Background: an optimization exercise with open tools, aiming at small area, a short achievable clock period and few clock cycles. Do not read the settings as production practice.
The RTL was checked by simulation tests, not by an equivalence proof against the original design.

Setup of build 4:
Design minilab_top, start of the top module:
module minilab_top (
  input  logic        CLOCK_50,
  input  logic        KEY,
  input  logic [9:0]  SW,
  output logic        LEDR,
  output logic [6:0]  HEX0,
  output logic [6:0]  HEX1,
  output logic [6:0]  HEX2,
  output logic [6:0]  HEX3,
  output logic [6:0]  HEX4,
  output logic [6:0]  HEX5,
  output logic        mem_read,
  output logic [31:0] mem_address,
  input  logic [63:0] mem_readdata,
  input  logic        mem_readdatavalid,
  input  logic        mem_waitrequest
);
  localparam int RW = 19;
  logic [3:0]  rd_cnt;     
  logic [3:0]  rsp_cnt;    
  logic        row_vld;    
  logic [63:0] b_q;        
  logic        done;
  logic [RW-1:0] res [7];
  assign mem_read    = (rd_cnt != 4'd9);
  assign mem_address = {28'd0, rd_cnt};
  always_ff @(posedge CLOCK_50 or negedge KEY) begin
    if (!KEY) begin
      rd_cnt  <= '0;
      rsp_cnt <= '0;
      row_vld <= 1'b0;
    end else begin
      if (mem_read && !mem_waitrequest) rd_cnt <= rd_cnt + 4'd1;
      if (mem_readdatavalid) rsp_cnt <= rsp_cnt + 4'd1;
      row_vld <= mem_readdatavalid && (rsp_cnt != 4'd0);
    end
  end
  assign done = (rsp_cnt == 4'd9) && !row_vld;
  logic [RW-1:0] dot;
  dot8 u_dot (.clk(CLOCK_50), .a(mem_readdata), .b(b_q), .y(dot));
  always_ff @(posedge CLOCK_50) begin
    if (mem_readdatavalid && rsp_cnt == 4'd0) b_q <= mem_readdata;
    else if (row_vld && rsp_cnt == 4'd9) b_q[RW-1:0] <= dot;
  end
  always_ff @(posedge CLOCK_50) begin
    for (int i = 0; i < 7; i++)
      if (row_vld && rsp_cnt == 4'(i + 2)) res[i] <= dot;
  end
  assign LEDR = done;
  logic [7:0]    oh;
  logic [RW-1:0] sel;
  logic          show;
  always_comb begin
    for (int r = 0; r < 8; r++) oh[r] = (SW[3:1] == 3'(r));
    sel = '0;
    for (int r = 0; r < 7; r++) sel = sel | (res[r] & {RW{oh[r]}});
    sel = sel | (b_q[RW-1:0] & {RW{oh[7]}});
  end
  ...
Size: about 1800 cells after synthesis, about 150 I/O pins, ~24000 um2 of cells after synthesis.
==> flow/config.mk <==
export PLATFORM = sky130hd
export DESIGN_NAME = minilab_top
export DESIGN_NICKNAME = minilab_top
export VERILOG_FILES = /design/flow/design.v
export SDC_FILE = /design/flow/constraint.sdc
export NUM_CORES = 4
export LEC_CHECK = 0
export ABC_CLOCK_PERIOD_IN_PS = 4700
export CAP_MARGIN = 20
export CORE_MARGIN = 2
export CORE_UTILIZATION = 40
export SETUP_SLACK_MARGIN = 3.3
export SLEW_MARGIN = 20
export SYNTH_HIERARCHICAL = 1
==> flow/constraint.sdc <==
create_clock -name core_clock -period 8.0 [get_ports {CLOCK_50}]
set_input_delay 1.6000 -clock core_clock [delete_from_list [all_inputs] [get_ports {CLOCK_50}]]
set_output_delay 1.6000 -clock core_clock [all_outputs]
set_load 0.01 [all_outputs]
standard.sh (not shown) runs the stock make flow with config.mk's settings and CLKGATE_MAP_FILE= SYNTH_SCRIPT=/design/flow/synth_recipe.tcl, a recipe that flattens the netlist after the stock synthesis.
==> flow/flow/run.sh <==
#!/bin/bash
# The standard layout, except that the port buffers are buf_2 cells instead of
# the delay cells ORFS picks by default (which the timing repair, restricted to
# cells of the same footprint, cannot replace). Everything else is standard.sh.
set -euo pipefail
export BUFFER_PORTS_ARGS="-buffer_cell sky130_fd_sc_hd__buf_2"
bash standard.sh synth > standard_synth.log 2>&1
bash standard.sh > standard_layout.log 2>&1
Both conditions hold for build 4: the flow ran to the end and the final layout passed the timing, DRC and antenna checks.
Testbench counts of build 4, summed over its fixed seeds: cycles 2,661.
Inputs modified between build 4 and build 76:
diff --git a/flow/flow/run.sh b/flow/flow/run.sh
--- a/flow/flow/run.sh
+++ b/flow/flow/run.sh
@@ -2 +2 @@
-# The standard layout, except that the port buffers are buf_2 cells instead of
+# The standard layout, except that the port buffers are buf_1 cells instead of
@@ -6 +6 @@
-export BUFFER_PORTS_ARGS="-buffer_cell sky130_fd_sc_hd__buf_2"
+export BUFFER_PORTS_ARGS="-buffer_cell sky130_fd_sc_hd__buf_1"
### Flow results
Build 4 reached the final stage; the timing, DRC and antenna checks on its layout passed. The flow did not stop early for build 76: all stages ran, and the layout cleared the timing, DRC and antenna checks. Core utilization delta for build 76 relative to build 4: 0.17 points higher. Slack of the worst reg-to-reg path on build 76 is behind build 4. In build 76 the area growth from synthesis to layout turned out 0.41 points higher than in build 4.
The inputs of build 54 differ from those of build 76 as listed below.
# build 76
export LEC_CHECK = 0
export ABC_CLOCK_PERIOD_IN_PS = 4700
export CAP_MARGIN = 20
export CORE_MARGIN = 2
export CORE_UTILIZATION = 40
export SETUP_SLACK_MARGIN = 3.3
export SLEW_MARGIN = 20
export SYNTH_HIERARCHICAL = 1
create_clock -name core_clock -period 8.0 [get_ports {CLOCK_50}]
# build 54
export LEC_CHECK = 0
export ABC_CLOCK_PERIOD_IN_PS = 4700
export CAP_MARGIN = 20
export CORE_MARGIN = 2
export CORE_UTILIZATION = 60
export SETUP_SLACK_MARGIN = 3.3
export SLEW_MARGIN = 20
export SYNTH_HIERARCHICAL = 1
create_clock -name core_clock -period 8.0 [get_ports {CLOCK_50}]
==> flow/run.sh (new file) <==
#!/bin/bash
# synth_recipe.tcl (not shown) runs the flow's synth.tcl, then flattens the netlist and writes it again
# the make line also repeats each setting of config.mk as NAME=value (left out here)
make -C /OpenROAD-flow-scripts/flow DESIGN_CONFIG=/design/flow/config.mk WORK_HOME=/design/flow/orfs CLKGATE_MAP_FILE= SYNTH_SCRIPT=/design/flow/synth_recipe.tcl finish
removed: flow/flow/run.sh
removed: flow/standard.sh
Results
- Area overhead of the layout relative to synthesis was higher in the run labelled build 54.
- The clock sink count was comparable across build 76 and build 54.
- The synthesized-area fraction occupied by xor and xnor cells was comparable across build 76 and build 54.
- Global-route wire length before repair ended up 3.1% lower on build 54 than on build 76.
- The lower layout cell share with drive strength beyond 1 of build 76 and build 54 is in build 76.

==> afterwards: timing with drivers on the ports <==
In the flow no input, the clock included, has a driving cell. The finished layouts below were timed again as built, in two steps. Step 1, drivers: a clkbuf_16 drives CLOCK_50 and a buf_2 each remaining input, both assumed. Step 2 adds t to the input delays and takes it off the output delays; t is the mean of the earliest and latest rising clock arrival at the registers after step 1. Input paths then give back, and output paths get back, about the clock's delay inside the block. Slacks: ideal / step 1 / step 2; pairs: ideal / step 1.
run	t, ns	setup slack, ns	clock arrival spread, ns	worst data-port slew with drivers (ns)
build 4	0.641	2.868 / 2.615 / 2.615	0.031 / 0.031	0.27
build 76	0.645	2.811 / 2.739 / 2.710	0.031 / 0.031	0.11
build 54	0.617	2.884 / 2.629 / 2.629	0.023 / 0.024	0.27
After both steps every run listed still meets setup and hold. The setup slack of build 54, which loses most, moves by -0.255 ns with the drivers and by -0.255 ns with both steps.
